What follows belongs to an exercise in optimizing a design on an open flow for small area and a short achievable clock period; a production flow would make more cautious choices.
In this exercise RTL edits were held to simulation tests only and were not proved equivalent to the original.
Power and IR drop assume default switching activity.

## flow/design.v (module list and top-level ports; edited modules follow where they fit)
// module mul_fa: 10 lines
// module mul_ha: 9 lines
// module mul16_lane: 790 lines
// module arrmul: 36 lines
module arrmul (
  input  logic         clk,
  input  logic         reset,
  input  logic [0:127] reg_A,
  input  logic [0:127] reg_B,
  input  logic [0:1]   ctrl_ww,
  input  logic [0:4]   alu_op,
  output logic [0:127] result
);
  // ...
==> flow/flow/run.sh <==
#!/bin/bash
# Standard ORFS layout with extra make settings from flow/make_args.txt (one VAR=value per
# line): the port buffers' cell and timing-repair margins. make's full output goes to make.log.
set -euo pipefail
args=()
while IFS= read -r line; do
  [[ -z "$line" || "$line" == \#* ]] && continue
  args+=("$line")
done < flow/make_args.txt
bash standard.sh "${args[@]}" finish > make.log 2>&1
==> flow/flow/make_args.txt <==
BUFFER_PORTS_ARGS=-buffer_cell sky130_fd_sc_hd__buf_1
SETUP_SLACK_MARGIN=5
==> flow/standard.sh <==
#!/bin/bash
# synth_recipe.tcl (not shown) runs the flow's synth.tcl, then flattens the netlist and writes it again
# the make line also repeats each setting of config.mk as NAME=value (left out here)
make -C /OpenROAD-flow-scripts/flow DESIGN_CONFIG=/design/flow/config.mk WORK_HOME=/design/flow/orfs CLKGATE_MAP_FILE= SYNTH_SCRIPT=/design/flow/synth_recipe.tcl "${@:-finish}"
==> flow/config.mk <==
export PLATFORM = sky130hd
export DESIGN_NAME = arrmul
export DESIGN_NICKNAME = arrmul
export VERILOG_FILES = /design/flow/design.v
export SDC_FILE = /design/flow/constraint.sdc
export NUM_CORES = 4
export LEC_CHECK = 0
export CAP_MARGIN = 20
export CORE_MARGIN = 2
export CORE_UTILIZATION = 40
export SLEW_MARGIN = 20
export SYNTH_HIERARCHICAL = 1
==> flow/constraint.sdc <==
create_clock -name core_clock -period 15.0 [get_ports {clk}]
set_input_delay 3.0000 -clock core_clock [delete_from_list [all_inputs] [get_ports {clk}]]
set_output_delay 3.0000 -clock core_clock [all_outputs]
set_load 0.01 [all_outputs]
==> Implementation_results.wiki, run 1 <==
{| class="wikitable"
! Metric !! Value
|-
| Status || complete, no violations
|-
| Synth cell types || 47
|-
| Max-slew headroom || approximately 20%
|-
| Post-route worst setup slack || a little over 5 ns
|-
| Max FFs per register || 128
|-
| Count of clock buffers in the final design || 17
|-
| Sinks on the clock net || approximately 130
|-
| Dominant combinational cell family by area after synthesis || adder cells
|-
| Uppermost signal routing layer after detailed routing || met4
|-
| Clock network fraction of total power || 43.6%
|-
| Gpl congestion || 0.9317
|-
| Core Area || 82240 um2
|-
| Layout Area Growth over Synthesis || 12.49%
|-
| Non-filler cells in the finished layout || 4771
|-
| GRT Util Overall || 25.75%
|-
| Inserted tap cell count || 1070
|-
| I/O pins || 393
|-
| Final instance area || 37500 um2
|-
| Clock Path Buffers || 2
|-
| Count of input and output buffers || ~390
|-
| Leakage Power || 18.39 nW
|-
| Final-layout clock-cell area share || 1.525%
|-
| Sort of element at the end of the critical path || register
|-
| Sequential power || 0.357 mW
|-
| Endpoint of the worst setup timing path || result[37]$_DFF_PN0_
|-
| Number of global-route vias before repair || 30040
|-
| Vias per cell || between 5 and 6
|-
| Biggest consumer || the clock network
|-
| Hold Fails Final Rpt || 0
|-
| Sw power || 0.3571 mW
|-
| Setup tns final || 0 ns
|-
| Die Height || 292.7 um
|-
| Slowest cell on the critical path || or3_2
|-
| Layout cells sized above 1 || 7.189%
|-
| Top area cells in the synthesized netlist || fa_1 48%, nor2_1 12%, dfrtp_1 9.6%
|-
| Clock group power || roughly 0.44 mW
|-
| Post-layout min period || between 9 and 10 ns
|-
| Number of storage elements in the synthesis netlist || 128
|-
| Worst hold-check path type || input port to async pin
|-
| Critical Path Start Type || input port
|-
| Detailed route wirelength on metal2 || between 50 and 60 mm
|-
| Count of instances resized after the clock tree is built || 2
|-
| Total overflow reported by the global router || 0
|-
| Fraction of the mapped netlist area in compound gates || 10.28%
|-
| Overall die area || 85680 um2
|}
==> module mul16_lane, before the edit <==
module mul16_lane (
  input  logic [31:0] xa,
  input  logic [31:0] xb,
  input  logic        sel_e,     
  input  logic        sel_o,     
  input  logic        sel_e16,   
  input  logic        sel_e8,    
  input  logic        sel_o16,   
  input  logic        sel_o8,    
  input  logic        sv,        
  input  logic        w16,       
  output logic [31:0] p
);
  logic s8, s16;
  logic [15:0] a, b, ag, bg;
  logic [31:0] x, y, sum;
  assign s8 = sv & ~w16;
  assign s16 = sv & w16;
  assign a[15:8] = ({8{sel_e}} & xa[31:24]) | ({8{sel_o16}} & xa[15:8]) | ({8{sel_o8}} & xa[23:16]);
  assign a[7:0] = ({8{sel_o}} & xa[7:0]) | ({8{sel_e16}} & xa[23:16]) | ({8{sel_e8}} & xa[15:8]);
  assign b[15:8] = ({8{sel_e}} & xb[31:24]) | ({8{sel_o16}} & xb[15:8]) | ({8{sel_o8}} & xb[23:16]);
  assign b[7:0] = ({8{sel_o}} & xb[7:0]) | ({8{sel_e16}} & xb[23:16]) | ({8{sel_e8}} & xb[15:8]);
  assign ag = {8'h00, ({8{sel_o16}} & xa[7:0]) | ({8{sel_e16}} & xa[23:16])};
  assign bg = {8'h00, ({8{sel_o16}} & xb[7:0]) | ({8{sel_e16}} & xb[23:16])};
  logic pp1, pp2, pp3, pp4, pp5, pp6, pp7, pp8, pp9, pp10, pp11, pp12, pp13, pp14, pp15, pp16;
  logic pp17, pp18, pp19, pp20, pp21, pp22, pp23, pp24, pp25, pp26, pp27, pp28, pp29, pp30, pp31, pp32;
  logic pp33, pp34, pp35, pp36, pp37, pp38, pp39, pp40, pp41, pp42, pp43, pp44, pp45, pp46, pp47, pp48;
  logic pp49, pp50, pp51, pp52, pp53, pp54, pp55, pp56, pp57, pp58, pp59, pp60, pp61, pp62, pp63, pp64;
  logic pp65, pp66, pp67, pp68, pp69, pp70, pp71, pp72, pp73, pp74, pp75, pp76, pp77, pp78, pp79, pp80;
  logic pp81, pp82, pp83, pp84, pp85, pp86, pp87, pp88, pp89, pp90, pp91, pp92, pp93, pp94, pp95, pp96;
  logic pp97, pp98, pp99, pp100, pp101, pp102, pp103, pp104, pp105, pp106, pp107, pp108, pp109, pp110, pp111, pp112;
  logic pp113, pp114, pp115, pp116, pp117, pp118, pp119, pp120, pp121, pp122, pp123, pp124, pp125, pp126, pp127, pp128;
  logic pp129, pp130, pp131, pp132, pp133, pp134, pp135, pp136, pp137, pp138, pp139, pp140, pp141, pp142, pp143, pp144;
  logic pp145, pp146, pp147, pp148, pp149, pp150, pp151, pp152, pp153, pp154, pp155, pp156, pp157, pp158, pp159, pp160;
  logic pp161, pp162, pp163, pp164, pp165, pp166, pp167, pp168, pp169, pp170, pp171, pp172, pp173, pp174, pp175, pp176;
  logic pp177, pp178, pp179, pp180, pp181, pp182, pp183, pp184, pp185, pp186, pp187, pp188, pp189, pp190, pp191, pp192;
  logic pp193, pp194, pp195, pp196, pp197, pp198, pp199, pp200, pp201, pp202, pp203, pp204, pp205, pp206, pp207, pp208;
  logic pp209, pp210, pp211, pp212, pp213, pp214, pp215, pp216, pp217, pp218, pp219, pp220, pp221, pp222, pp223, pp224;
  logic pp225, pp226, pp227, pp228, pp229, pp230, pp231, pp232, pp233, pp234, pp235, pp236, pp237, pp238, pp239, pp240;
  logic pp241, pp242, pp243, pp244, pp245, pp246, pp247, pp248, pp249, pp250, pp251, pp252, pp253, pp254, pp255, pp256;
  logic s257, c258, s259, c260, s261, c262, s263, c264, s265, c266, s267, c268, s269, c270, s271, c272;
  logic s273, c274, s275, c276, s277, c278, s279, c280, s281, c282, s283, c284, s285, c286, s287, c288;
  logic s289, c290, s291, c292, s293, c294, s295, c296, s297, c298, s299, c300, s301, c302, s303, c304;
  logic s305, c306, s307, c308, s309, c310, s311, c312, s313, c314, s315, c316, s317, c318, s319, c320;
  logic s321, c322, s323, c324, s325, c326, s327, c328, s329, c330, s331, c332, s333, c334, s335, c336;
  logic s337, c338, s339, c340, s341, c342, s343, c344, s345, c346, s347, c348, s349, c350, s351, c352;
  logic s353, c354, s355, c356, s357, c358, s359, c360, s361, c362, s363, c364, s365, c366, s367, c368;
  logic s369, c370, s371, c372, s373, c374, s375, c376, s377, c378, s379, c380, s381, c382, s383, c384;
  logic s385, c386, s387, c388, s389, c390, s391, c392, s393, c394, s395, c396, s397, c398, s399, c400;
  logic s401, c402, s403, c404, s405, c406, s407, c408, s409, c410, s411, c412, s413, c414, s415, c416;
  logic s417, c418, s419, c420, s421, c422, s423, c424, s425, c426, s427, c428, s429, c430, s431, c432;
  logic s433, c434, s435, c436, s437, c438, s439, c440, s441, c442, s443, c444, s445, c446, s447, c448;
  logic s449, c450, s451, c452, s453, c454, s455, c456, s457, c458, s459, c460, s461, c462, s463, c464;
  logic s465, c466, s467, c468, s469, c470, s471, c472, s473, c474, s475, c476, s477, c478, s479, c480;
  logic s481, c482, s483, c484, s485, c486, s487, c488, s489, c490, s491, c492, s493, c494, s495, c496;
  logic s497, c498, s499, c500, s501, c502, s503, c504, s505, c506, s507, c508, s509, c510, s511, c512;
  logic s513, c514, s515, c516, s517, c518, s519, c520, s521, c522, s523, c524, s525, c526, s527, c528;
  logic s529, c530, s531, c532, s533, c534, s535, c536, s537, c538, s539, c540, s541, c542, s543, c544;
  logic s545, c546, s547, c548, s549, c550, s551, c552, s553, c554, s555, c556, s557, c558, s559, c560;
  logic s561, c562, s563, c564, s565, c566, s567, c568, s569, c570, s571, c572, s573, c574, s575, c576;
  logic s577, c578, s579, c580, s581, c582, s583, c584, s585, c586, s587, c588, s589, c590, s591, c592;
  logic s593, c594, s595, c596, s597, c598, s599, c600, s601, c602, s603, c604, s605, c606, s607, c608;
  logic s609, c610, s611, c612, s613, c614, s615, c616, s617, c618, s619, c620, s621, c622, s623, c624;
  logic s625, c626, s627, c628, s629, c630, s631, c632, s633, c634, s635, c636, s637, c638, s639, c640;
  logic s641, c642, s643, c644, s645, c646, s647, c648, s649, c650, s651, c652, s653, c654, s655, c656;
  logic s657, c658, s659, c660, s661, c662, s663, c664, s665, c666, s667, c668, s669, c670, s671, c672;
  logic s673, c674, s675, c676, s677, c678, s679, c680, s681, c682, s683, c684, s685, c686, s687, c688;
  logic s689, c690, s691, c692;
  assign pp1 = (a[0] & b[0]);
  assign pp2 = (a[0] & b[1]);
  assign pp3 = (a[0] & b[2]);
  assign pp4 = (a[0] & b[3]);
  assign pp5 = (a[0] & b[4]);
  assign pp6 = (a[0] & b[5]);
  assign pp7 = (a[0] & b[6]);
  assign pp8 = ((a[0] & b[7]) ^ s8);
  assign pp9 = (ag[0] & b[8]);
  assign pp10 = (ag[0] & b[9]);
  assign pp11 = (ag[0] & b[10]);
  assign pp12 = (ag[0] & b[11]);
  assign pp13 = (ag[0] & b[12]);
  assign pp14 = (ag[0] & b[13]);
  assign pp15 = (ag[0] & b[14]);
  assign pp16 = ((ag[0] & b[15]) ^ s16);
  assign pp17 = (a[1] & b[0]);
  assign pp18 = (a[1] & b[1]);
  assign pp19 = (a[1] & b[2]);
  assign pp20 = (a[1] & b[3]);
  assign pp21 = (a[1] & b[4]);
  assign pp22 = (a[1] & b[5]);
  assign pp23 = (a[1] & b[6]);
  assign pp24 = ((a[1] & b[7]) ^ s8);
  assign pp25 = (ag[1] & b[8]);
  assign pp26 = (ag[1] & b[9]);
  assign pp27 = (ag[1] & b[10]);
  assign pp28 = (ag[1] & b[11]);
  assign pp29 = (ag[1] & b[12]);
  assign pp30 = (ag[1] & b[13]);
  assign pp31 = (ag[1] & b[14]);
  assign pp32 = ((ag[1] & b[15]) ^ s16);
  assign pp33 = (a[2] & b[0]);
  assign pp34 = (a[2] & b[1]);
  assign pp35 = (a[2] & b[2]);
  assign pp36 = (a[2] & b[3]);
  assign pp37 = (a[2] & b[4]);
  assign pp38 = (a[2] & b[5]);
  assign pp39 = (a[2] & b[6]);
  assign pp40 = ((a[2] & b[7]) ^ s8);
  assign pp41 = (ag[2] & b[8]);
  assign pp42 = (ag[2] & b[9]);
  assign pp43 = (ag[2] & b[10]);
  assign pp44 = (ag[2] & b[11]);
  assign pp45 = (ag[2] & b[12]);
  assign pp46 = (ag[2] & b[13]);
  assign pp47 = (ag[2] & b[14]);
  assign pp48 = ((ag[2] & b[15]) ^ s16);
  assign pp49 = (a[3] & b[0]);
  assign pp50 = (a[3] & b[1]);
  assign pp51 = (a[3] & b[2]);
  assign pp52 = (a[3] & b[3]);
  assign pp53 = (a[3] & b[4]);
  assign pp54 = (a[3] & b[5]);
  assign pp55 = (a[3] & b[6]);
  assign pp56 = ((a[3] & b[7]) ^ s8);
  assign pp57 = (ag[3] & b[8]);
  assign pp58 = (ag[3] & b[9]);
  assign pp59 = (ag[3] & b[10]);
  assign pp60 = (ag[3] & b[11]);
  assign pp61 = (ag[3] & b[12]);
  assign pp62 = (ag[3] & b[13]);
  assign pp63 = (ag[3] & b[14]);
  assign pp64 = ((ag[3] & b[15]) ^ s16);
  assign pp65 = (a[4] & b[0]);
  assign pp66 = (a[4] & b[1]);
  assign pp67 = (a[4] & b[2]);
  assign pp68 = (a[4] & b[3]);
  assign pp69 = (a[4] & b[4]);
  assign pp70 = (a[4] & b[5]);
  assign pp71 = (a[4] & b[6]);
  assign pp72 = ((a[4] & b[7]) ^ s8);
  assign pp73 = (ag[4] & b[8]);
  assign pp74 = (ag[4] & b[9]);
  assign pp75 = (ag[4] & b[10]);
  assign pp76 = (ag[4] & b[11]);
  assign pp77 = (ag[4] & b[12]);
  assign pp78 = (ag[4] & b[13]);
  assign pp79 = (ag[4] & b[14]);
  assign pp80 = ((ag[4] & b[15]) ^ s16);
  assign pp81 = (a[5] & b[0]);
  assign pp82 = (a[5] & b[1]);
  assign pp83 = (a[5] & b[2]);
  assign pp84 = (a[5] & b[3]);
  assign pp85 = (a[5] & b[4]);
  assign pp86 = (a[5] & b[5]);
  assign pp87 = (a[5] & b[6]);
  assign pp88 = ((a[5] & b[7]) ^ s8);
  assign pp89 = (ag[5] & b[8]);
  assign pp90 = (ag[5] & b[9]);
  assign pp91 = (ag[5] & b[10]);
  assign pp92 = (ag[5] & b[11]);
  assign pp93 = (ag[5] & b[12]);
  assign pp94 = (ag[5] & b[13]);
  assign pp95 = (ag[5] & b[14]);
  assign pp96 = ((ag[5] & b[15]) ^ s16);
  assign pp97 = (a[6] & b[0]);
  assign pp98 = (a[6] & b[1]);
  assign pp99 = (a[6] & b[2]);
  assign pp100 = (a[6] & b[3]);
  assign pp101 = (a[6] & b[4]);
  assign pp102 = (a[6] & b[5]);
  assign pp103 = (a[6] & b[6]);
  assign pp104 = ((a[6] & b[7]) ^ s8);
  assign pp105 = (ag[6] & b[8]);
  assign pp106 = (ag[6] & b[9]);
  assign pp107 = (ag[6] & b[10]);
  assign pp108 = (ag[6] & b[11]);
  assign pp109 = (ag[6] & b[12]);
  assign pp110 = (ag[6] & b[13]);
  assign pp111 = (ag[6] & b[14]);
  assign pp112 = ((ag[6] & b[15]) ^ s16);
  assign pp113 = ((a[7] & b[0]) ^ s8);
  assign pp114 = ((a[7] & b[1]) ^ s8);
  assign pp115 = ((a[7] & b[2]) ^ s8);
  assign pp116 = ((a[7] & b[3]) ^ s8);
  assign pp117 = ((a[7] & b[4]) ^ s8);
  assign pp118 = ((a[7] & b[5]) ^ s8);
  assign pp119 = ((a[7] & b[6]) ^ s8);
  assign pp120 = (a[7] & b[7]);
  assign pp121 = (ag[7] & b[8]);
  assign pp122 = (ag[7] & b[9]);
  assign pp123 = (ag[7] & b[10]);
  assign pp124 = (ag[7] & b[11]);
  assign pp125 = (ag[7] & b[12]);
  assign pp126 = (ag[7] & b[13]);
  assign pp127 = (ag[7] & b[14]);
  assign pp128 = ((ag[7] & b[15]) ^ s16);
  assign pp129 = (a[8] & bg[0]);
  assign pp130 = (a[8] & bg[1]);
  assign pp131 = (a[8] & bg[2]);
  assign pp132 = (a[8] & bg[3]);
  assign pp133 = (a[8] & bg[4]);
  assign pp134 = (a[8] & bg[5]);
  assign pp135 = (a[8] & bg[6]);
  assign pp136 = (a[8] & bg[7]);
  assign pp137 = (a[8] & b[8]);
  assign pp138 = (a[8] & b[9]);
  assign pp139 = (a[8] & b[10]);
  assign pp140 = (a[8] & b[11]);
  assign pp141 = (a[8] & b[12]);
  assign pp142 = (a[8] & b[13]);
  assign pp143 = (a[8] & b[14]);
  assign pp144 = ((a[8] & b[15]) ^ sv);
  assign pp145 = (a[9] & bg[0]);
  assign pp146 = (a[9] & bg[1]);
  assign pp147 = (a[9] & bg[2]);
  assign pp148 = (a[9] & bg[3]);
  assign pp149 = (a[9] & bg[4]);
  assign pp150 = (a[9] & bg[5]);
  assign pp151 = (a[9] & bg[6]);
  assign pp152 = (a[9] & bg[7]);
  assign pp153 = (a[9] & b[8]);
  assign pp154 = (a[9] & b[9]);
  assign pp155 = (a[9] & b[10]);
  assign pp156 = (a[9] & b[11]);
  assign pp157 = (a[9] & b[12]);
  assign pp158 = (a[9] & b[13]);
  assign pp159 = (a[9] & b[14]);
  assign pp160 = ((a[9] & b[15]) ^ sv);
  assign pp161 = (a[10] & bg[0]);
  assign pp162 = (a[10] & bg[1]);
  assign pp163 = (a[10] & bg[2]);
  assign pp164 = (a[10] & bg[3]);
  assign pp165 = (a[10] & bg[4]);
  assign pp166 = (a[10] & bg[5]);
  assign pp167 = (a[10] & bg[6]);
  assign pp168 = (a[10] & bg[7]);
  assign pp169 = (a[10] & b[8]);
  assign pp170 = (a[10] & b[9]);
  assign pp171 = (a[10] & b[10]);
  assign pp172 = (a[10] & b[11]);
  assign pp173 = (a[10] & b[12]);
  assign pp174 = (a[10] & b[13]);
  assign pp175 = (a[10] & b[14]);
  assign pp176 = ((a[10] & b[15]) ^ sv);
  assign pp177 = (a[11] & bg[0]);
  assign pp178 = (a[11] & bg[1]);
  assign pp179 = (a[11] & bg[2]);
  assign pp180 = (a[11] & bg[3]);
  assign pp181 = (a[11] & bg[4]);
  assign pp182 = (a[11] & bg[5]);
  assign pp183 = (a[11] & bg[6]);
  assign pp184 = (a[11] & bg[7]);
  assign pp185 = (a[11] & b[8]);
  assign pp186 = (a[11] & b[9]);
  assign pp187 = (a[11] & b[10]);
  assign pp188 = (a[11] & b[11]);
  assign pp189 = (a[11] & b[12]);
  assign pp190 = (a[11] & b[13]);
  assign pp191 = (a[11] & b[14]);
  assign pp192 = ((a[11] & b[15]) ^ sv);
  assign pp193 = (a[12] & bg[0]);
  assign pp194 = (a[12] & bg[1]);
  assign pp195 = (a[12] & bg[2]);
  assign pp196 = (a[12] & bg[3]);
  assign pp197 = (a[12] & bg[4]);
  assign pp198 = (a[12] & bg[5]);
  assign pp199 = (a[12] & bg[6]);
  assign pp200 = (a[12] & bg[7]);
  assign pp201 = (a[12] & b[8]);
  assign pp202 = (a[12] & b[9]);
  assign pp203 = (a[12] & b[10]);
  assign pp204 = (a[12] & b[11]);
  assign pp205 = (a[12] & b[12]);
  assign pp206 = (a[12] & b[13]);
  assign pp207 = (a[12] & b[14]);
  assign pp208 = ((a[12] & b[15]) ^ sv);
  assign pp209 = (a[13] & bg[0]);
  assign pp210 = (a[13] & bg[1]);
  assign pp211 = (a[13] & bg[2]);
  assign pp212 = (a[13] & bg[3]);
  assign pp213 = (a[13] & bg[4]);
  assign pp214 = (a[13] & bg[5]);
  assign pp215 = (a[13] & bg[6]);
  assign pp216 = (a[13] & bg[7]);
  assign pp217 = (a[13] & b[8]);
  assign pp218 = (a[13] & b[9]);
  assign pp219 = (a[13] & b[10]);
  assign pp220 = (a[13] & b[11]);
  assign pp221 = (a[13] & b[12]);
  assign pp222 = (a[13] & b[13]);
  assign pp223 = (a[13] & b[14]);
  assign pp224 = ((a[13] & b[15]) ^ sv);
  assign pp225 = (a[14] & bg[0]);
  assign pp226 = (a[14] & bg[1]);
  assign pp227 = (a[14] & bg[2]);
  assign pp228 = (a[14] & bg[3]);
  assign pp229 = (a[14] & bg[4]);
  assign pp230 = (a[14] & bg[5]);
  assign pp231 = (a[14] & bg[6]);
  assign pp232 = (a[14] & bg[7]);
  assign pp233 = (a[14] & b[8]);
  assign pp234 = (a[14] & b[9]);
  assign pp235 = (a[14] & b[10]);
  assign pp236 = (a[14] & b[11]);
  assign pp237 = (a[14] & b[12]);
  assign pp238 = (a[14] & b[13]);
  assign pp239 = (a[14] & b[14]);
  assign pp240 = ((a[14] & b[15]) ^ sv);
  assign pp241 = ((a[15] & bg[0]) ^ s16);
  assign pp242 = ((a[15] & bg[1]) ^ s16);
  assign pp243 = ((a[15] & bg[2]) ^ s16);
  assign pp244 = ((a[15] & bg[3]) ^ s16);
  assign pp245 = ((a[15] & bg[4]) ^ s16);
  assign pp246 = ((a[15] & bg[5]) ^ s16);
  assign pp247 = ((a[15] & bg[6]) ^ s16);
  assign pp248 = ((a[15] & bg[7]) ^ s16);
  assign pp249 = ((a[15] & b[8]) ^ sv);
  assign pp250 = ((a[15] & b[9]) ^ sv);
  assign pp251 = ((a[15] & b[10]) ^ sv);
  assign pp252 = ((a[15] & b[11]) ^ sv);
  assign pp253 = ((a[15] & b[12]) ^ sv);
  assign pp254 = ((a[15] & b[13]) ^ sv);
  assign pp255 = ((a[15] & b[14]) ^ sv);
  assign pp256 = (a[15] & b[15]);
  mul_ha u_s257 (.a(pp134), .b(pp14), .s(s257), .co(c258));
  mul_fa u_s259 (.a(pp105), .b(pp120), .c(pp135), .s(s259), .co(c260));
  mul_ha u_s261 (.a(pp15), .b(pp150), .s(s261), .co(c262));
  mul_fa u_s263 (.a(pp106), .b(pp121), .c(pp136), .s(s263), .co(c264));
  mul_fa u_s265 (.a(pp151), .b(pp166), .c(pp181), .s(s265), .co(c266));
  mul_ha u_s267 (.a(pp196), .b(pp211), .s(s267), .co(c268));
  mul_fa u_s269 (.a(pp107), .b(pp122), .c(pp137), .s(s269), .co(c270));
  mul_fa u_s271 (.a(pp152), .b(pp167), .c(pp182), .s(s271), .co(c272));
  mul_fa u_s273 (.a(pp197), .b(pp212), .c(pp227), .s(s273), .co(c274));
  mul_fa u_s275 (.a(pp108), .b(pp123), .c(pp138), .s(s275), .co(c276));
  mul_fa u_s277 (.a(pp153), .b(pp168), .c(pp183), .s(s277), .co(c278));
  mul_fa u_s279 (.a(pp109), .b(pp124), .c(pp139), .s(s279), .co(c280));
  mul_ha u_s281 (.a(pp129), .b(pp39), .s(s281), .co(c282));
  mul_fa u_s283 (.a(pp10), .b(pp100), .c(pp130), .s(s283), .co(c284));
  mul_fa u_s285 (.a(pp101), .b(pp11), .c(pp131), .s(s285), .co(c286));
  mul_ha u_s287 (.a(pp146), .b(pp161), .s(s287), .co(c288));
  mul_fa u_s289 (.a(pp102), .b(pp12), .c(pp132), .s(s289), .co(c290));
  mul_fa u_s291 (.a(pp147), .b(pp162), .c(pp177), .s(s291), .co(c292));
  mul_ha u_s293 (.a(pp27), .b(pp42), .s(s293), .co(c294));
  mul_fa u_s295 (.a(pp103), .b(pp13), .c(pp133), .s(s295), .co(c296));
  mul_fa u_s297 (.a(pp148), .b(pp163), .c(pp178), .s(s297), .co(c298));
  mul_fa u_s299 (.a(pp193), .b(pp28), .c(pp43), .s(s299), .co(c300));
  mul_ha u_s301 (.a(pp58), .b(pp73), .s(s301), .co(c302));
  mul_fa u_s303 (.a(pp149), .b(pp164), .c(pp179), .s(s303), .co(c304));
  mul_fa u_s305 (.a(pp194), .b(pp209), .c(pp29), .s(s305), .co(c306));
  mul_fa u_s307 (.a(pp44), .b(pp59), .c(pp74), .s(s307), .co(c308));
  mul_fa u_s309 (.a(pp89), .b(pp104), .c(pp119), .s(s309), .co(c310));
  mul_fa u_s311 (.a(pp165), .b(pp180), .c(pp195), .s(s311), .co(c312));
  mul_fa u_s313 (.a(pp210), .b(pp225), .c(pp30), .s(s313), .co(c314));
  mul_fa u_s315 (.a(pp45), .b(pp60), .c(pp75), .s(s315), .co(c316));
  mul_fa u_s317 (.a(pp90), .b(c258), .c(s261), .s(s317), .co(c318));
  mul_fa u_s319 (.a(pp226), .b(pp31), .c(pp46), .s(s319), .co(c320));
  mul_fa u_s321 (.a(pp61), .b(pp76), .c(pp91), .s(s321), .co(c322));
  mul_fa u_s323 (.a(pp16), .b(pp241), .c(c262), .s(s323), .co(c324));
  mul_fa u_s325 (.a(s267), .b(c260), .c(s263), .s(s325), .co(c326));
  mul_fa u_s327 (.a(pp47), .b(pp62), .c(pp77), .s(s327), .co(c328));
  mul_fa u_s329 (.a(pp92), .b(s16), .c(pp242), .s(s329), .co(c330));
  mul_fa u_s331 (.a(pp32), .b(c268), .c(c264), .s(s331), .co(c332));
  mul_fa u_s333 (.a(c266), .b(s269), .c(s271), .s(s333), .co(c334));
  mul_fa u_s335 (.a(pp198), .b(pp213), .c(pp228), .s(s335), .co(c336));
  mul_fa u_s337 (.a(pp63), .b(pp78), .c(pp93), .s(s337), .co(c338));
  mul_fa u_s339 (.a(pp243), .b(pp48), .c(c270), .s(s339), .co(c340));
  mul_fa u_s341 (.a(c272), .b(c274), .c(s275), .s(s341), .co(c342));
  mul_fa u_s343 (.a(pp154), .b(pp169), .c(pp184), .s(s343), .co(c344));
  mul_fa u_s345 (.a(pp199), .b(pp214), .c(pp229), .s(s345), .co(c346));
  mul_fa u_s347 (.a(pp79), .b(pp94), .c(pp244), .s(s347), .co(c348));
  mul_fa u_s349 (.a(pp64), .b(c276), .c(c278), .s(s349), .co(c350));
  mul_fa u_s351 (.a(pp110), .b(pp125), .c(pp140), .s(s351), .co(c352));
  mul_fa u_s353 (.a(pp155), .b(pp170), .c(pp185), .s(s353), .co(c354));
  mul_fa u_s355 (.a(pp200), .b(pp215), .c(pp230), .s(s355), .co(c356));
  mul_fa u_s357 (.a(pp95), .b(pp245), .c(pp80), .s(s357), .co(c358));
  mul_fa u_s359 (.a(pp111), .b(pp126), .c(pp141), .s(s359), .co(c360));
  mul_fa u_s361 (.a(pp156), .b(pp171), .c(pp186), .s(s361), .co(c362));
  mul_fa u_s363 (.a(pp201), .b(pp216), .c(pp231), .s(s363), .co(c364));
  mul_fa u_s365 (.a(pp127), .b(pp142), .c(pp157), .s(s365), .co(c366));
  mul_fa u_s367 (.a(pp172), .b(pp187), .c(pp202), .s(s367), .co(c368));
  mul_fa u_s369 (.a(pp143), .b(pp158), .c(pp173), .s(s369), .co(c370));
  mul_ha u_s371 (.a(pp22), .b(pp37), .s(s371), .co(c372));
  mul_fa u_s373 (.a(pp23), .b(pp38), .c(pp53), .s(s373), .co(c374));
  mul_ha u_s375 (.a(pp68), .b(pp83), .s(s375), .co(c376));
  mul_fa u_s377 (.a(pp54), .b(pp69), .c(pp84), .s(s377), .co(c378));
  mul_fa u_s379 (.a(pp9), .b(pp99), .c(s8), .s(s379), .co(c380));
  mul_ha u_s381 (.a(pp114), .b(pp24), .s(s381), .co(c382));
  mul_fa u_s383 (.a(pp145), .b(pp25), .c(pp55), .s(s383), .co(c384));
  mul_fa u_s385 (.a(pp70), .b(pp85), .c(pp115), .s(s385), .co(c386));
  mul_fa u_s387 (.a(pp40), .b(c282), .c(s283), .s(s387), .co(c388));
  mul_fa u_s389 (.a(pp26), .b(pp41), .c(pp71), .s(s389), .co(c390));
  mul_fa u_s391 (.a(pp86), .b(pp116), .c(pp56), .s(s391), .co(c392));
  mul_fa u_s393 (.a(s287), .b(c284), .c(s285), .s(s393), .co(c394));
  mul_fa u_s395 (.a(pp57), .b(pp87), .c(pp117), .s(s395), .co(c396));
  mul_fa u_s397 (.a(pp72), .b(c288), .c(s293), .s(s397), .co(c398));
  mul_fa u_s399 (.a(c286), .b(s289), .c(s291), .s(s399), .co(c400));
  mul_fa u_s401 (.a(pp118), .b(pp88), .c(c294), .s(s401), .co(c402));
  mul_fa u_s403 (.a(s301), .b(c290), .c(c292), .s(s403), .co(c404));
  mul_fa u_s405 (.a(s295), .b(s297), .c(s299), .s(s405), .co(c406));
  mul_fa u_s407 (.a(c302), .b(s257), .c(c296), .s(s407), .co(c408));
  mul_fa u_s409 (.a(c298), .b(c300), .c(s303), .s(s409), .co(c410));
  mul_fa u_s411 (.a(s305), .b(s307), .c(s309), .s(s411), .co(c412));
  mul_fa u_s413 (.a(c304), .b(c306), .c(c308), .s(s413), .co(c414));
  mul_fa u_s415 (.a(s259), .b(s311), .c(s313), .s(s415), .co(c416));
  mul_fa u_s417 (.a(s315), .b(c310), .c(s317), .s(s417), .co(c418));
  mul_fa u_s419 (.a(c312), .b(c314), .c(c316), .s(s419), .co(c420));
  mul_fa u_s421 (.a(s265), .b(s319), .c(s321), .s(s421), .co(c422));
  mul_fa u_s423 (.a(c318), .b(s323), .c(s325), .s(s423), .co(c424));
  mul_fa u_s425 (.a(c320), .b(c322), .c(s273), .s(s425), .co(c426));
  mul_fa u_s427 (.a(s327), .b(c324), .c(s329), .s(s427), .co(c428));
  mul_fa u_s429 (.a(c326), .b(s331), .c(s333), .s(s429), .co(c430));
  mul_fa u_s431 (.a(c328), .b(s277), .c(s335), .s(s431), .co(c432));
  mul_fa u_s433 (.a(s337), .b(c330), .c(c332), .s(s433), .co(c434));
  mul_fa u_s435 (.a(c334), .b(s339), .c(s341), .s(s435), .co(c436));
  mul_fa u_s437 (.a(c336), .b(c338), .c(s279), .s(s437), .co(c438));
  mul_fa u_s439 (.a(s343), .b(s345), .c(s347), .s(s439), .co(c440));
  mul_fa u_s441 (.a(c340), .b(c342), .c(s349), .s(s441), .co(c442));
  mul_fa u_s443 (.a(c280), .b(c344), .c(c346), .s(s443), .co(c444));
  mul_fa u_s445 (.a(s351), .b(s353), .c(s355), .s(s445), .co(c446));
  mul_fa u_s447 (.a(c348), .b(s357), .c(c350), .s(s447), .co(c448));
  mul_fa u_s449 (.a(pp246), .b(pp96), .c(c352), .s(s449), .co(c450));
  mul_fa u_s451 (.a(c354), .b(c356), .c(s359), .s(s451), .co(c452));
  mul_fa u_s453 (.a(s361), .b(s363), .c(c358), .s(s453), .co(c454));
  mul_fa u_s455 (.a(pp217), .b(pp232), .c(pp112), .s(s455), .co(c456));
  mul_fa u_s457 (.a(pp247), .b(c360), .c(c362), .s(s457), .co(c458));
  mul_fa u_s459 (.a(c364), .b(s365), .c(s367), .s(s459), .co(c460));
  mul_fa u_s461 (.a(pp188), .b(pp203), .c(pp218), .s(s461), .co(c462));
  mul_fa u_s463 (.a(pp233), .b(pp128), .c(pp248), .s(s463), .co(c464));
  mul_fa u_s465 (.a(c366), .b(c368), .c(s369), .s(s465), .co(c466));
  mul_fa u_s467 (.a(pp159), .b(pp174), .c(pp189), .s(s467), .co(c468));
  mul_fa u_s469 (.a(pp204), .b(pp219), .c(pp234), .s(s469), .co(c470));
  mul_fa u_s471 (.a(pp144), .b(pp249), .c(c370), .s(s471), .co(c472));
  mul_fa u_s473 (.a(pp175), .b(pp190), .c(pp205), .s(s473), .co(c474));
  mul_fa u_s475 (.a(pp220), .b(pp235), .c(s8), .s(s475), .co(c476));
  mul_ha u_s477 (.a(pp160), .b(pp250), .s(s477), .co(c478));
  mul_fa u_s479 (.a(pp191), .b(pp206), .c(pp221), .s(s479), .co(c480));
  mul_ha u_s481 (.a(pp236), .b(pp176), .s(s481), .co(c482));
  mul_ha u_s483 (.a(pp207), .b(pp222), .s(s483), .co(c484));
  mul_ha u_s485 (.a(pp20), .b(pp35), .s(s485), .co(c486));
  mul_fa u_s487 (.a(pp21), .b(pp36), .c(pp51), .s(s487), .co(c488));
  mul_ha u_s489 (.a(pp6), .b(pp66), .s(s489), .co(c490));
  mul_fa u_s491 (.a(pp52), .b(pp67), .c(pp7), .s(s491), .co(c492));
  mul_fa u_s493 (.a(pp82), .b(pp97), .c(s371), .s(s493), .co(c494));
  mul_fa u_s495 (.a(pp98), .b(pp113), .c(pp8), .s(s495), .co(c496));
  mul_fa u_s497 (.a(c372), .b(s375), .c(s373), .s(s497), .co(c498));
  mul_fa u_s499 (.a(c376), .b(s281), .c(c374), .s(s499), .co(c500));
  mul_fa u_s501 (.a(s381), .b(s377), .c(s379), .s(s501), .co(c502));
  mul_fa u_s503 (.a(c382), .b(c378), .c(s383), .s(s503), .co(c504));
  mul_fa u_s505 (.a(c380), .b(s385), .c(s387), .s(s505), .co(c506));
  mul_fa u_s507 (.a(c384), .b(s389), .c(c386), .s(s507), .co(c508));
  mul_fa u_s509 (.a(s391), .b(c388), .c(s393), .s(s509), .co(c510));
  mul_fa u_s511 (.a(c390), .b(c392), .c(s395), .s(s511), .co(c512));
  mul_fa u_s513 (.a(s397), .b(c394), .c(s399), .s(s513), .co(c514));
  mul_fa u_s515 (.a(c396), .b(c398), .c(s401), .s(s515), .co(c516));
  mul_fa u_s517 (.a(c400), .b(s403), .c(s405), .s(s517), .co(c518));
  mul_fa u_s519 (.a(c402), .b(c404), .c(c406), .s(s519), .co(c520));
  mul_fa u_s521 (.a(s407), .b(s409), .c(s411), .s(s521), .co(c522));
  mul_fa u_s523 (.a(c408), .b(c410), .c(s413), .s(s523), .co(c524));
  mul_fa u_s525 (.a(s415), .b(c412), .c(s417), .s(s525), .co(c526));
  mul_fa u_s527 (.a(c414), .b(c416), .c(s419), .s(s527), .co(c528));
  mul_fa u_s529 (.a(s421), .b(c418), .c(s423), .s(s529), .co(c530));
  mul_fa u_s531 (.a(c420), .b(c422), .c(s425), .s(s531), .co(c532));
  mul_fa u_s533 (.a(s427), .b(c424), .c(s429), .s(s533), .co(c534));
  mul_fa u_s535 (.a(c426), .b(s431), .c(c428), .s(s535), .co(c536));
  mul_fa u_s537 (.a(s433), .b(c430), .c(s435), .s(s537), .co(c538));
  mul_fa u_s539 (.a(c432), .b(s437), .c(s439), .s(s539), .co(c540));
  mul_fa u_s541 (.a(c434), .b(c436), .c(s441), .s(s541), .co(c542));
  mul_fa u_s543 (.a(c438), .b(s443), .c(s445), .s(s543), .co(c544));
  mul_fa u_s545 (.a(c440), .b(c442), .c(s447), .s(s545), .co(c546));
  mul_fa u_s547 (.a(c444), .b(c446), .c(s449), .s(s547), .co(c548));
  mul_fa u_s549 (.a(s451), .b(s453), .c(c448), .s(s549), .co(c550));
  mul_fa u_s551 (.a(s455), .b(c450), .c(c452), .s(s551), .co(c552));
  mul_fa u_s553 (.a(s457), .b(c454), .c(s459), .s(s553), .co(c554));
  mul_fa u_s555 (.a(s461), .b(c456), .c(s463), .s(s555), .co(c556));
  mul_fa u_s557 (.a(c458), .b(c460), .c(s465), .s(s557), .co(c558));
  mul_fa u_s559 (.a(c462), .b(s467), .c(s469), .s(s559), .co(c560));
  mul_fa u_s561 (.a(c464), .b(c466), .c(s471), .s(s561), .co(c562));
  mul_fa u_s563 (.a(c468), .b(c470), .c(s477), .s(s563), .co(c564));
  mul_fa u_s565 (.a(s473), .b(s475), .c(c472), .s(s565), .co(c566));
  mul_fa u_s567 (.a(pp251), .b(c478), .c(c474), .s(s567), .co(c568));
  mul_fa u_s569 (.a(s481), .b(s479), .c(c476), .s(s569), .co(c570));
  mul_fa u_s571 (.a(pp237), .b(pp192), .c(pp252), .s(s571), .co(c572));
  mul_fa u_s573 (.a(s483), .b(c482), .c(c480), .s(s573), .co(c574));
  mul_fa u_s575 (.a(pp223), .b(pp238), .c(pp208), .s(s575), .co(c576));
  mul_ha u_s577 (.a(pp253), .b(c484), .s(s577), .co(c578));
  mul_ha u_s579 (.a(pp239), .b(pp224), .s(s579), .co(c580));
  mul_ha u_s581 (.a(pp19), .b(pp34), .s(s581), .co(c582));
  mul_fa u_s583 (.a(pp5), .b(pp50), .c(pp65), .s(s583), .co(c584));
  mul_fa u_s585 (.a(pp81), .b(c486), .c(s489), .s(s585), .co(c586));
  mul_fa u_s587 (.a(c490), .b(c488), .c(s491), .s(s587), .co(c588));
  mul_fa u_s589 (.a(c492), .b(s495), .c(c494), .s(s589), .co(c590));
  mul_fa u_s591 (.a(c496), .b(c498), .c(s499), .s(s591), .co(c592));
  mul_fa u_s593 (.a(c500), .b(s503), .c(c502), .s(s593), .co(c594));
  mul_fa u_s595 (.a(c504), .b(s507), .c(c506), .s(s595), .co(c596));
  mul_fa u_s597 (.a(c508), .b(s511), .c(c510), .s(s597), .co(c598));
  mul_fa u_s599 (.a(c512), .b(s515), .c(c514), .s(s599), .co(c600));
  mul_fa u_s601 (.a(c516), .b(c518), .c(s519), .s(s601), .co(c602));
  mul_fa u_s603 (.a(c520), .b(s523), .c(c522), .s(s603), .co(c604));
  mul_fa u_s605 (.a(c524), .b(s527), .c(c526), .s(s605), .co(c606));
  mul_fa u_s607 (.a(c528), .b(s531), .c(c530), .s(s607), .co(c608));
  mul_fa u_s609 (.a(c532), .b(s535), .c(c534), .s(s609), .co(c610));
  mul_fa u_s611 (.a(c536), .b(s539), .c(c538), .s(s611), .co(c612));
  mul_fa u_s613 (.a(s543), .b(c540), .c(c542), .s(s613), .co(c614));
  mul_fa u_s615 (.a(c544), .b(s547), .c(s549), .s(s615), .co(c616));
  mul_fa u_s617 (.a(c548), .b(s551), .c(s553), .s(s617), .co(c618));
  mul_fa u_s619 (.a(s555), .b(c552), .c(c554), .s(s619), .co(c620));
  mul_fa u_s621 (.a(s559), .b(c556), .c(c558), .s(s621), .co(c622));
  mul_fa u_s623 (.a(c560), .b(s563), .c(c562), .s(s623), .co(c624));
  mul_fa u_s625 (.a(c564), .b(s567), .c(s569), .s(s625), .co(c626));
  mul_fa u_s627 (.a(s571), .b(c568), .c(s573), .s(s627), .co(c628));
  mul_fa u_s629 (.a(s577), .b(c572), .c(s575), .s(s629), .co(c630));
  mul_fa u_s631 (.a(pp254), .b(s579), .c(c578), .s(s631), .co(c632));
  mul_ha u_s633 (.a(pp240), .b(pp255), .s(s633), .co(c634));
  mul_ha u_s635 (.a(pp18), .b(pp3), .s(s635), .co(c636));
  mul_fa u_s637 (.a(pp4), .b(pp49), .c(s581), .s(s637), .co(c638));
  mul_fa u_s639 (.a(c582), .b(s485), .c(s583), .s(s639), .co(c640));
  mul_fa u_s641 (.a(c584), .b(s487), .c(s585), .s(s641), .co(c642));
  mul_fa u_s643 (.a(c586), .b(s493), .c(s587), .s(s643), .co(c644));
  mul_fa u_s645 (.a(c588), .b(s497), .c(s589), .s(s645), .co(c646));
  mul_fa u_s647 (.a(s501), .b(c590), .c(s591), .s(s647), .co(c648));
  mul_fa u_s649 (.a(c592), .b(s505), .c(s593), .s(s649), .co(c650));
  mul_fa u_s651 (.a(c594), .b(s509), .c(s595), .s(s651), .co(c652));
  mul_fa u_s653 (.a(s513), .b(c596), .c(s597), .s(s653), .co(c654));
  mul_fa u_s655 (.a(s517), .b(c598), .c(s599), .s(s655), .co(c656));
  mul_fa u_s657 (.a(s521), .b(c600), .c(s601), .s(s657), .co(c658));
  mul_fa u_s659 (.a(s525), .b(c602), .c(s603), .s(s659), .co(c660));
  mul_fa u_s661 (.a(c604), .b(s529), .c(s605), .s(s661), .co(c662));
  mul_fa u_s663 (.a(s533), .b(c606), .c(s607), .s(s663), .co(c664));
  mul_fa u_s665 (.a(s537), .b(c608), .c(s609), .s(s665), .co(c666));
  mul_fa u_s667 (.a(s541), .b(c610), .c(s611), .s(s667), .co(c668));
  mul_fa u_s669 (.a(s545), .b(c612), .c(s613), .s(s669), .co(c670));
  mul_fa u_s671 (.a(c546), .b(c614), .c(s615), .s(s671), .co(c672));
  mul_fa u_s673 (.a(c550), .b(s617), .c(c616), .s(s673), .co(c674));
  mul_fa u_s675 (.a(s557), .b(c618), .c(s619), .s(s675), .co(c676));
  mul_fa u_s677 (.a(s561), .b(c620), .c(s621), .s(s677), .co(c678));
  mul_fa u_s679 (.a(s565), .b(c622), .c(s623), .s(s679), .co(c680));
  mul_fa u_s681 (.a(c566), .b(s625), .c(c624), .s(s681), .co(c682));
  mul_fa u_s683 (.a(c570), .b(s627), .c(c626), .s(s683), .co(c684));
  mul_fa u_s685 (.a(c574), .b(s629), .c(c628), .s(s685), .co(c686));
  mul_fa u_s687 (.a(c576), .b(s631), .c(c630), .s(s687), .co(c688));
  mul_fa u_s689 (.a(c580), .b(s633), .c(c632), .s(s689), .co(c690));
  mul_ha u_s691 (.a(pp256), .b(c634), .s(s691), .co(c692));
  assign x = {c692, c690, c688, c686, c684, c682, c680, c678, c676, c674, c672, c670, c668, c666, c664, c662, c660, c658, c656, c654, c652, c650, c648, c646, c644, c642, c640, c638, c636, s635, pp17, pp1};
  assign y = {1'b0, s691, s689, s687, s685, s683, s681, s679, s677, s675, s673, s671, s669, s667, s665, s663, s661, s659, s657, s655, s653, s651, s649, s647, s645, s643, s641, s639, s637, pp33, pp2, 1'b0};
  logic [31:0] g0, p0;
  assign g0 = x & y;
  assign p0 = x ^ y;
  logic gs1_1, ps1_1;
  assign gs1_1 = g0[1] | (p0[1] & g0[0]);
  assign ps1_1 = p0[1] & p0[0];
  logic gs1_3, ps1_3;
  assign gs1_3 = g0[3] | (p0[3] & g0[2]);
  assign ps1_3 = p0[3] & p0[2];
  logic gs1_5, ps1_5;
  assign gs1_5 = g0[5] | (p0[5] & g0[4]);
  assign ps1_5 = p0[5] & p0[4];
  logic gs1_7, ps1_7;
  assign gs1_7 = g0[7] | (p0[7] & g0[6]);
  assign ps1_7 = p0[7] & p0[6];
  logic gs1_9, ps1_9;
  assign gs1_9 = g0[9] | (p0[9] & g0[8]);
  assign ps1_9 = p0[9] & p0[8];
  logic gs1_11, ps1_11;
  assign gs1_11 = g0[11] | (p0[11] & g0[10]);
  assign ps1_11 = p0[11] & p0[10];
  logic gs1_13, ps1_13;
  assign gs1_13 = g0[13] | (p0[13] & g0[12]);
  assign ps1_13 = p0[13] & p0[12];
  logic gs1_15, ps1_15;
  assign gs1_15 = g0[15] | (p0[15] & g0[14]);
  assign ps1_15 = p0[15] & p0[14];
  logic gs1_17, ps1_17;
  assign gs1_17 = g0[17] | (p0[17] & g0[16]);
  assign ps1_17 = p0[17] & p0[16];
  logic gs1_19, ps1_19;
  assign gs1_19 = g0[19] | (p0[19] & g0[18]);
  assign ps1_19 = p0[19] & p0[18];
  logic gs1_21, ps1_21;
  assign gs1_21 = g0[21] | (p0[21] & g0[20]);
  assign ps1_21 = p0[21] & p0[20];
  logic gs1_23, ps1_23;
  assign gs1_23 = g0[23] | (p0[23] & g0[22]);
  assign ps1_23 = p0[23] & p0[22];
  logic gs1_25, ps1_25;
  assign gs1_25 = g0[25] | (p0[25] & g0[24]);
  assign ps1_25 = p0[25] & p0[24];
  logic gs1_27, ps1_27;
  assign gs1_27 = g0[27] | (p0[27] & g0[26]);
  assign ps1_27 = p0[27] & p0[26];
  logic gs1_29, ps1_29;
  assign gs1_29 = g0[29] | (p0[29] & g0[28]);
  assign ps1_29 = p0[29] & p0[28];
  logic gs1_31, ps1_31;
  assign gs1_31 = g0[31] | (p0[31] & g0[30]);
  assign ps1_31 = p0[31] & p0[30];
  logic gs2_2, ps2_2;
  assign gs2_2 = g0[2] | (p0[2] & gs1_1);
  assign ps2_2 = p0[2] & ps1_1;
  logic gs2_3, ps2_3;
  assign gs2_3 = gs1_3 | (ps1_3 & gs1_1);
  assign ps2_3 = ps1_3 & ps1_1;
  logic gs2_6, ps2_6;
  assign gs2_6 = g0[6] | (p0[6] & gs1_5);
  assign ps2_6 = p0[6] & ps1_5;
  logic gs2_7, ps2_7;
  assign gs2_7 = gs1_7 | (ps1_7 & gs1_5);
  assign ps2_7 = ps1_7 & ps1_5;
  logic gs2_10, ps2_10;
  assign gs2_10 = g0[10] | (p0[10] & gs1_9);
  assign ps2_10 = p0[10] & ps1_9;
  logic gs2_11, ps2_11;
  assign gs2_11 = gs1_11 | (ps1_11 & gs1_9);
  assign ps2_11 = ps1_11 & ps1_9;
  logic gs2_14, ps2_14;
  assign gs2_14 = g0[14] | (p0[14] & gs1_13);
  assign ps2_14 = p0[14] & ps1_13;
  logic gs2_15, ps2_15;
  assign gs2_15 = gs1_15 | (ps1_15 & gs1_13);
  assign ps2_15 = ps1_15 & ps1_13;
  logic gs2_18, ps2_18;
  assign gs2_18 = g0[18] | (p0[18] & gs1_17);
  assign ps2_18 = p0[18] & ps1_17;
  logic gs2_19, ps2_19;
  assign gs2_19 = gs1_19 | (ps1_19 & gs1_17);
  assign ps2_19 = ps1_19 & ps1_17;
  logic gs2_22, ps2_22;
  assign gs2_22 = g0[22] | (p0[22] & gs1_21);
  assign ps2_22 = p0[22] & ps1_21;
  logic gs2_23, ps2_23;
  assign gs2_23 = gs1_23 | (ps1_23 & gs1_21);
  assign ps2_23 = ps1_23 & ps1_21;
  logic gs2_26, ps2_26;
  assign gs2_26 = g0[26] | (p0[26] & gs1_25);
  assign ps2_26 = p0[26] & ps1_25;
  logic gs2_27, ps2_27;
  assign gs2_27 = gs1_27 | (ps1_27 & gs1_25);
  assign ps2_27 = ps1_27 & ps1_25;
  logic gs2_30, ps2_30;
  assign gs2_30 = g0[30] | (p0[30] & gs1_29);
  assign ps2_30 = p0[30] & ps1_29;
  logic gs2_31, ps2_31;
  assign gs2_31 = gs1_31 | (ps1_31 & gs1_29);
  assign ps2_31 = ps1_31 & ps1_29;
  logic gs4_4, ps4_4;
  assign gs4_4 = g0[4] | (p0[4] & gs2_3);
  assign ps4_4 = p0[4] & ps2_3;
  logic gs4_5, ps4_5;
  assign gs4_5 = gs1_5 | (ps1_5 & gs2_3);
  assign ps4_5 = ps1_5 & ps2_3;
  logic gs4_6, ps4_6;
  assign gs4_6 = gs2_6 | (ps2_6 & gs2_3);
  assign ps4_6 = ps2_6 & ps2_3;
  logic gs4_7, ps4_7;
  assign gs4_7 = gs2_7 | (ps2_7 & gs2_3);
  assign ps4_7 = ps2_7 & ps2_3;
  logic gs4_12, ps4_12;
  assign gs4_12 = g0[12] | (p0[12] & gs2_11);
  assign ps4_12 = p0[12] & ps2_11;
  logic gs4_13, ps4_13;
  assign gs4_13 = gs1_13 | (ps1_13 & gs2_11);
  assign ps4_13 = ps1_13 & ps2_11;
  logic gs4_14, ps4_14;
  assign gs4_14 = gs2_14 | (ps2_14 & gs2_11);
  assign ps4_14 = ps2_14 & ps2_11;
  logic gs4_15, ps4_15;
  assign gs4_15 = gs2_15 | (ps2_15 & gs2_11);
  assign ps4_15 = ps2_15 & ps2_11;
  logic gs4_20, ps4_20;
  assign gs4_20 = g0[20] | (p0[20] & gs2_19);
  assign ps4_20 = p0[20] & ps2_19;
  logic gs4_21, ps4_21;
  assign gs4_21 = gs1_21 | (ps1_21 & gs2_19);
  assign ps4_21 = ps1_21 & ps2_19;
  logic gs4_22, ps4_22;
  assign gs4_22 = gs2_22 | (ps2_22 & gs2_19);
  assign ps4_22 = ps2_22 & ps2_19;
  logic gs4_23, ps4_23;
  assign gs4_23 = gs2_23 | (ps2_23 & gs2_19);
  assign ps4_23 = ps2_23 & ps2_19;
  logic gs4_28, ps4_28;
  assign gs4_28 = g0[28] | (p0[28] & gs2_27);
  assign ps4_28 = p0[28] & ps2_27;
  logic gs4_29, ps4_29;
  assign gs4_29 = gs1_29 | (ps1_29 & gs2_27);
  assign ps4_29 = ps1_29 & ps2_27;
  logic gs4_30, ps4_30;
  assign gs4_30 = gs2_30 | (ps2_30 & gs2_27);
  assign ps4_30 = ps2_30 & ps2_27;
  logic gs4_31, ps4_31;
  assign gs4_31 = gs2_31 | (ps2_31 & gs2_27);
  assign ps4_31 = ps2_31 & ps2_27;
  logic gs8_8, ps8_8;
  assign gs8_8 = g0[8] | (p0[8] & gs4_7);
  assign ps8_8 = p0[8] & ps4_7;
  logic gs8_9, ps8_9;
  assign gs8_9 = gs1_9 | (ps1_9 & gs4_7);
  assign ps8_9 = ps1_9 & ps4_7;
  logic gs8_10, ps8_10;
  assign gs8_10 = gs2_10 | (ps2_10 & gs4_7);
  assign ps8_10 = ps2_10 & ps4_7;
  logic gs8_11, ps8_11;
  assign gs8_11 = gs2_11 | (ps2_11 & gs4_7);
  assign ps8_11 = ps2_11 & ps4_7;
  logic gs8_12, ps8_12;
  assign gs8_12 = gs4_12 | (ps4_12 & gs4_7);
  assign ps8_12 = ps4_12 & ps4_7;
  logic gs8_13, ps8_13;
  assign gs8_13 = gs4_13 | (ps4_13 & gs4_7);
  assign ps8_13 = ps4_13 & ps4_7;
  logic gs8_14, ps8_14;
  assign gs8_14 = gs4_14 | (ps4_14 & gs4_7);
  assign ps8_14 = ps4_14 & ps4_7;
  logic gs8_15, ps8_15;
  assign gs8_15 = gs4_15 | (ps4_15 & gs4_7);
  assign ps8_15 = ps4_15 & ps4_7;
  logic gs8_24, ps8_24;
  assign gs8_24 = g0[24] | (p0[24] & gs4_23);
  assign ps8_24 = p0[24] & ps4_23;
  logic gs8_25, ps8_25;
  assign gs8_25 = gs1_25 | (ps1_25 & gs4_23);
  assign ps8_25 = ps1_25 & ps4_23;
  logic gs8_26, ps8_26;
  assign gs8_26 = gs2_26 | (ps2_26 & gs4_23);
  assign ps8_26 = ps2_26 & ps4_23;
  logic gs8_27, ps8_27;
  assign gs8_27 = gs2_27 | (ps2_27 & gs4_23);
  assign ps8_27 = ps2_27 & ps4_23;
  logic gs8_28, ps8_28;
  assign gs8_28 = gs4_28 | (ps4_28 & gs4_23);
  assign ps8_28 = ps4_28 & ps4_23;
  logic gs8_29, ps8_29;
  assign gs8_29 = gs4_29 | (ps4_29 & gs4_23);
  assign ps8_29 = ps4_29 & ps4_23;
  logic gs8_30, ps8_30;
  assign gs8_30 = gs4_30 | (ps4_30 & gs4_23);
  assign ps8_30 = ps4_30 & ps4_23;
  logic gs8_31, ps8_31;
  assign gs8_31 = gs4_31 | (ps4_31 & gs4_23);
  assign ps8_31 = ps4_31 & ps4_23;
  logic gs16_16, ps16_16;
  assign gs16_16 = g0[16] | (p0[16] & gs8_15);
  assign ps16_16 = p0[16] & ps8_15;
  logic gs16_17, ps16_17;
  assign gs16_17 = gs1_17 | (ps1_17 & gs8_15);
  assign ps16_17 = ps1_17 & ps8_15;
  logic gs16_18, ps16_18;
  assign gs16_18 = gs2_18 | (ps2_18 & gs8_15);
  assign ps16_18 = ps2_18 & ps8_15;
  logic gs16_19, ps16_19;
  assign gs16_19 = gs2_19 | (ps2_19 & gs8_15);
  assign ps16_19 = ps2_19 & ps8_15;
  logic gs16_20, ps16_20;
  assign gs16_20 = gs4_20 | (ps4_20 & gs8_15);
  assign ps16_20 = ps4_20 & ps8_15;
  logic gs16_21, ps16_21;
  assign gs16_21 = gs4_21 | (ps4_21 & gs8_15);
  assign ps16_21 = ps4_21 & ps8_15;
  logic gs16_22, ps16_22;
  assign gs16_22 = gs4_22 | (ps4_22 & gs8_15);
  assign ps16_22 = ps4_22 & ps8_15;
  logic gs16_23, ps16_23;
  assign gs16_23 = gs4_23 | (ps4_23 & gs8_15);
  assign ps16_23 = ps4_23 & ps8_15;
  logic gs16_24, ps16_24;
  assign gs16_24 = gs8_24 | (ps8_24 & gs8_15);
  assign ps16_24 = ps8_24 & ps8_15;
  logic gs16_25, ps16_25;
  assign gs16_25 = gs8_25 | (ps8_25 & gs8_15);
  assign ps16_25 = ps8_25 & ps8_15;
  logic gs16_26, ps16_26;
  assign gs16_26 = gs8_26 | (ps8_26 & gs8_15);
  assign ps16_26 = ps8_26 & ps8_15;
  logic gs16_27, ps16_27;
  assign gs16_27 = gs8_27 | (ps8_27 & gs8_15);
  assign ps16_27 = ps8_27 & ps8_15;
  logic gs16_28, ps16_28;
  assign gs16_28 = gs8_28 | (ps8_28 & gs8_15);
  assign ps16_28 = ps8_28 & ps8_15;
  logic gs16_29, ps16_29;
  assign gs16_29 = gs8_29 | (ps8_29 & gs8_15);
  assign ps16_29 = ps8_29 & ps8_15;
  logic gs16_30, ps16_30;
  assign gs16_30 = gs8_30 | (ps8_30 & gs8_15);
  assign ps16_30 = ps8_30 & ps8_15;
  logic gs16_31, ps16_31;
  assign gs16_31 = gs8_31 | (ps8_31 & gs8_15);
  assign ps16_31 = ps8_31 & ps8_15;
  assign sum = {p0[31] ^ gs16_30, p0[30] ^ gs16_29, p0[29] ^ gs16_28, p0[28] ^ gs16_27, p0[27] ^ gs16_26, p0[26] ^ gs16_25, p0[25] ^ gs16_24, p0[24] ^ gs16_23, p0[23] ^ gs16_22, p0[22] ^ gs16_21, p0[21] ^ gs16_20, p0[20] ^ gs16_19, p0[19] ^ gs16_18, p0[18] ^ gs16_17, p0[17] ^ gs16_16, p0[16] ^ gs8_15, p0[15] ^ gs8_14, p0[14] ^ gs8_13, p0[13] ^ gs8_12, p0[12] ^ gs8_11, p0[11] ^ gs8_10, p0[10] ^ gs8_9, p0[9] ^ gs8_8, p0[8] ^ gs4_7, p0[7] ^ gs4_6, p0[6] ^ gs4_5, p0[5] ^ gs4_4, p0[4] ^ gs2_3, p0[3] ^ gs2_2, p0[2] ^ gs1_1, p0[1] ^ g0[0], p0[0]};
  assign p = {sum[31] ^ sv, sum[30:16], sum[15] ^ s8, sum[14:0]};
endmodule
==> module arrmul, before the edit <==
module arrmul (
  input  logic         clk,
  input  logic         reset,
  input  logic [0:127] reg_A,
  input  logic [0:127] reg_B,
  input  logic [0:1]   ctrl_ww,
  input  logic [0:4]   alu_op,
  output logic [0:127] result
);
  logic        odd, sv, is16, valid;
  logic        sel_e, sel_o, sel_e16, sel_e8, sel_o16, sel_o8;
  logic [31:0] prod [4];
  logic [0:127] nxt;
  assign valid = arrmul_pkg::is_wmul(alu_op) && (ctrl_ww == arrmul_pkg::w8 || ctrl_ww == arrmul_pkg::w16);
  assign odd = alu_op == arrmul_pkg::aluwmulou || alu_op == arrmul_pkg::aluwmulos;
  assign sv = valid && (alu_op == arrmul_pkg::aluwmules || alu_op == arrmul_pkg::aluwmulos);
  assign is16 = ctrl_ww == arrmul_pkg::w16;
  assign sel_e = valid & ~odd;
  assign sel_o = valid & odd;
  assign sel_e16 = sel_e & is16;
  assign sel_e8 = sel_e & ~is16;
  assign sel_o16 = sel_o & is16;
  assign sel_o8 = sel_o & ~is16;
  for (genvar k = 0; k < 4; k++) begin : g_lane
    mul16_lane u_mul (
      .xa(reg_A[32*k +: 32]), .xb(reg_B[32*k +: 32]),
      .sel_e(sel_e), .sel_o(sel_o), .sel_e16(sel_e16), .sel_e8(sel_e8), .sel_o16(sel_o16), .sel_o8(sel_o8),
      .sv(sv), .w16(is16), .p(prod[k])
    );
  end
  assign nxt = {prod[0], prod[1], prod[2], prod[3]};
  always_ff @(posedge clk or negedge reset) begin
    if (!reset) result <= '0;
    else result <= nxt;
  end
endmodule
==> inputs of run 2 (changes only) <==
--- a/flow/design.v
+++ b/flow/design.v
@@ -40,10 +40,8 @@
   input  logic        sv,        
-  input  logic        w16,       
+  input  logic        s8,        
+  input  logic        s16,       
   output logic [31:0] p
 );
-  logic s8, s16;
   logic [15:0] a, b, ag, bg;
   logic [31:0] x, y, sum;
-  assign s8 = sv & ~w16;
-  assign s16 = sv & w16;
   assign a[15:8] = ({8{sel_e}} & xa[31:24]) | ({8{sel_o16}} & xa[15:8]) | ({8{sel_o8}} & xa[23:16]);
@@ -829,16 +827,20 @@
 );
-  logic        odd, sv, is16, valid;
-  logic        sel_e, sel_o, sel_e16, sel_e8, sel_o16, sel_o8;
+  logic        mul, w8, w16, sgn, odd;
+  logic        sel_e, sel_o, sel_e16, sel_e8, sel_o16, sel_o8, sv, s8, s16;
   logic [31:0] prod [4];
   logic [0:127] nxt;
-  assign valid = arrmul_pkg::is_wmul(alu_op) && (ctrl_ww == arrmul_pkg::w8 || ctrl_ww == arrmul_pkg::w16);
-  assign odd = alu_op == arrmul_pkg::aluwmulou || alu_op == arrmul_pkg::aluwmulos;
-  assign sv = valid && (alu_op == arrmul_pkg::aluwmules || alu_op == arrmul_pkg::aluwmulos);
-  assign is16 = ctrl_ww == arrmul_pkg::w16;
-  assign sel_e = valid & ~odd;
-  assign sel_o = valid & odd;
-  assign sel_e16 = sel_e & is16;
-  assign sel_e8 = sel_e & ~is16;
-  assign sel_o16 = sel_o & is16;
-  assign sel_o8 = sel_o & ~is16;
+  assign mul = alu_op[0:2] == 3'b100;   
+  assign w8 = ctrl_ww == arrmul_pkg::w8;
+  assign w16 = ctrl_ww == arrmul_pkg::w16;
+  assign sgn = alu_op[3];
+  assign odd = alu_op[4];
+  assign sel_e = mul & ~odd & (w8 | w16);
+  assign sel_o = mul & odd & (w8 | w16);
+  assign sel_e16 = mul & ~odd & w16;
+  assign sel_e8 = mul & ~odd & w8;
+  assign sel_o16 = mul & odd & w16;
+  assign sel_o8 = mul & odd & w8;
+  assign sv = mul & sgn & (w8 | w16);
+  assign s8 = mul & sgn & w8;
+  assign s16 = mul & sgn & w16;
   for (genvar k = 0; k < 4; k++) begin : g_lane
@@ -847,3 +849,3 @@
       .sel_e(sel_e), .sel_o(sel_o), .sel_e16(sel_e16), .sel_e8(sel_e8), .sel_o16(sel_o16), .sel_o8(sel_o8),
-      .sv(sv), .w16(is16), .p(prod[k])
+      .sv(sv), .s8(s8), .s16(s16), .p(prod[k])
     );
==> Implementation_results.wiki, run 2 <==
{| class="wikitable"
! Metric !! Value
|-
| Status || complete, no violations
|-
| Leakage Power || 19.24 nW (+4.7%)
|-
| Remaining design rule violation count || 0
|-
| Max-slew headroom || 18.90% (-1.5 points)
|-
| Die Height || 292.7 um (about the same)
|-
| Top register by number of flip-flops || result
|-
| Count of input and output buffers || 392 (unchanged)
|-
| Sw power || 0.3669 mW (+2.7%)
|-
| Worst hold-check path type || input port to async pin
|-
| Proportion of total power due to net switching || 34.76%
|-
| Critical Path Start Type || input port
|-
| Gpl congestion || 0.9249 (-0.73%)
|-
| Post-layout min period || 9.734 ns (-0.07082 ns)
|-
| Final instance area || 37420 um2 (-0.21%)
|-
| Syn_nets || 4533
|-
| Clock tree root buffer cell || clkbuf_16
|-
| Final setup vio count || 0
|-
| Sinks on the clock net || 128 (unchanged)
|-
| Number of global-route vias before repair || 30110 (+0.25%)
|-
| Starting utilization of the core area || between 40% and 50%
|-
| Max FFs per register || 128 (unchanged)
|-
| Part of the total power dissipated in sequential elements || between 30 and 40%
|-
| Top area cells in the synthesized netlist || fa_1 48%, nor2_1 12%, dfrtp_1 9.6%
|-
| Share of synthesized registers carrying an async set or reset || 100.0%
|-
| Layout Area Growth over Synthesis || 12.24%
|-
| Number of storage elements in the synthesis netlist || 128 (unchanged)
|-
| Die W || 292.7 um
|-
| I/O pins || 393 (unchanged)
|-
| Clock network fraction of total power || 46.3% (+2.7 points)
|-
| Period utilisation layout || 64.89%
|-
| Sort of element at the end of the critical path || register
|-
| Core Area || 82240 um2 (unchanged)
|-
| Routed wire length || 111.8 mm
|-
| Total overflow reported by the global router || 0 (unchanged)
|-
| Critical path start-end classification || input port to register
|-
| Cell taking the most area after synthesis || fa_1
|-
| Total half-perimeter wirelength after legalization and detailed placement || between 80 and 90 mm
|-
| Clock Path Buffers || 2 (unchanged)
|-
| Synth cell types || 54 (+15%)
|-
| Hold_buf cts || 0
|-
| Vias per cell || 5.852 (+1.5%)
|-
| Worst hold slack || about 2.5 ns
|-
| Hold Fails Final Rpt || 0 (unchanged)
|-
| GRT Util Overall || 26.90% (+1.1 points)
|-
| Overall die area || 85680 um2 (about the same)
|-
| Setup tns final || 0 ns (unchanged)
|-
| Number of cell rows || 105
|-
| Largest registers || result x128
|-
| Layout cells sized above 1 || 7.182% (-0.0075 points)
|}
run 2: cell types whose count changed after synthesis, moves of 5 or more:
cell      previous run  this run
inv_1               61        52
a211oi_1            20        12
buf_2                5         0
xor2_1              92       216
clkbuf_1           144       164
nand2_1             50        36
buf_1               12         4
xnor2_1            176        52
run 2: power by group through the flow:
stage | logic, mW | clock network (mW) | registers [mW]
after floorplan | 0.0902 | 0 | 0.368
after global placement | 0.200 | 0 | 0.364
after detailed placement | 0.200 | 0 | 0.364
after CTS | 0.207 | 0.513 | 0.357
after global routing | 0.227 | 0.521 | 0.358
final | 0.209 | 0.489 | 0.357
run 2: per-stage QoR:
| stage | setup WS (ns) | instances | total power [mW] |
|---|---|---|---|
| 2_1_floorplan | 5.814 | 3260 | 0.4578 |
| 3_3_place_gp | 4.417 | 4687 | 0.5646 |
| 3_5_place_dp | 4.248 | 4697 | 0.5641 |
| 4_1_cts | 4.994 | 4737 | 1.077 |
| 5_1_grt | 4.975 | 4747 | 1.106 |
| 6_report | 5.266 | 4748 | 1.056 |
run 2: kinds of logic after synthesis:
group                      after synthesis  share of synthesized area [%]
DFF                                    128                          9.607
adders and majority gates             1008                          55.93
and+or+nand+nor                       1224                          14.73
buffers and inverters                  224                          2.567
xor gates and xnor gates               268                          7.040
AOI/OAI and AO/OA                      408                          10.13
run 2: metal layers:
layer | GRT usage, % | wire, um | vias up
met5 | 0 | 27 | -
met4 | 9.844 | 4030 | 4
met3 | 5.888 | 10980 | 261
met2 | 43.13 | 52260 | 1585
met1 | 35.90 | 44500 | 14200
li1 | - | - | 11740
run 2: final timing paths:
| path | from | slack (ns) | cells after the start | end |
|---|---|---|---|---|
| min in group core_clock | reg_B[119] | 3.00 | 4 | result[127]$_DFF_PN0_ |
| worst min-delay path | reset | 2.46 | 1 | result[109]$_DFF_PN0_ |
| max in group asynchronous | reset | 11.35 | 2 | result[84]$_DFF_PN0_ |
| worst max-delay path | alu_op[0] | 5.27 | 20 | result[101]$_DFF_PN0_ |
run 2: worst max-delay path, cell delays in order:
cell and delay, ns:
clkdlybuf4s15_2 0.43, nor2b_1 0.29, and3_2 0.52, buf_6 0.44
a222oi_1 0.18, buf_4 0.27, nor2_1 0.19, fa_1 0.45
fa_1 0.54, fa_1 0.43, fa_1 0.41, fa_1 0.51
fa_1 0.42, ha_1 0.35, a21oi_1 0.22, o21ai_0 0.15
a221oi_2 0.46, nand2_2 0.18, a2111o_1 0.45, o311ai_1 0.11
run 2: timing repair:
action	CTS	global route
endpoints found under the setup margin	8	39
resized for setup	10	5
cloned	4	0
setup buffers	4	4
pin swaps	4	1
run 2: Yosys stat by module (local to each module, per instance):
module | copies in the design | cells inside
arrmul | 1 | 140
mul16_lane | 4 | 562
mul_fa | 788 | 1
mul_ha | 84 | 1
run 2: final cells by class:
| cell class | instances | share of cell area [%] |
|---|---|---|
| sequential | 128 | 8.559 |
| inverter | 52 | 0.5215 |
| timing repair buffer | 552 | 7.171 |
| tap | 1070 | 3.577 |
| clock buffer | 17 | 1.137 |
| multi-input combinational | 2912 | 78.49 |
| antenna | 2 | 0.01337 |
| clock inverter | 15 | 0.5349 |

[static timing again, ports no longer ideal]
No port has a modelled driver above. Below, the same layouts with a new extraction and two added sets of constraints. Step 1: set_driving_cell puts a clkbuf_16 on clk and a buf_2 on each other input, an assumption about the parent block. Step 2 times the ports against the registers' clock, not the clock port: input delays grow and output delays shrink by t, the midpoint of the rising clock arrivals with the driver on. Slacks: no drivers / after step 1 / after step 2; pairs: no drivers / after step 1.
run | t (ns) | slack for setup (ns) | hold slack, ns | worst setup path at the end | pins driven straight from the clock port
run 1 | 0.559 | 5.195 / 5.245 / 4.686 | 2.491 / 2.451 / 3.010 | input to register | 1
run 2 | 0.572 | 5.266 / 5.314 / 4.742 | 2.457 / 2.412 / 2.984 | input to register | 1
After both steps every run listed still meets setup and hold. The setup slack of run 2, which loses most, moves by +0.048 ns with the drivers and by -0.524 ns with both steps.
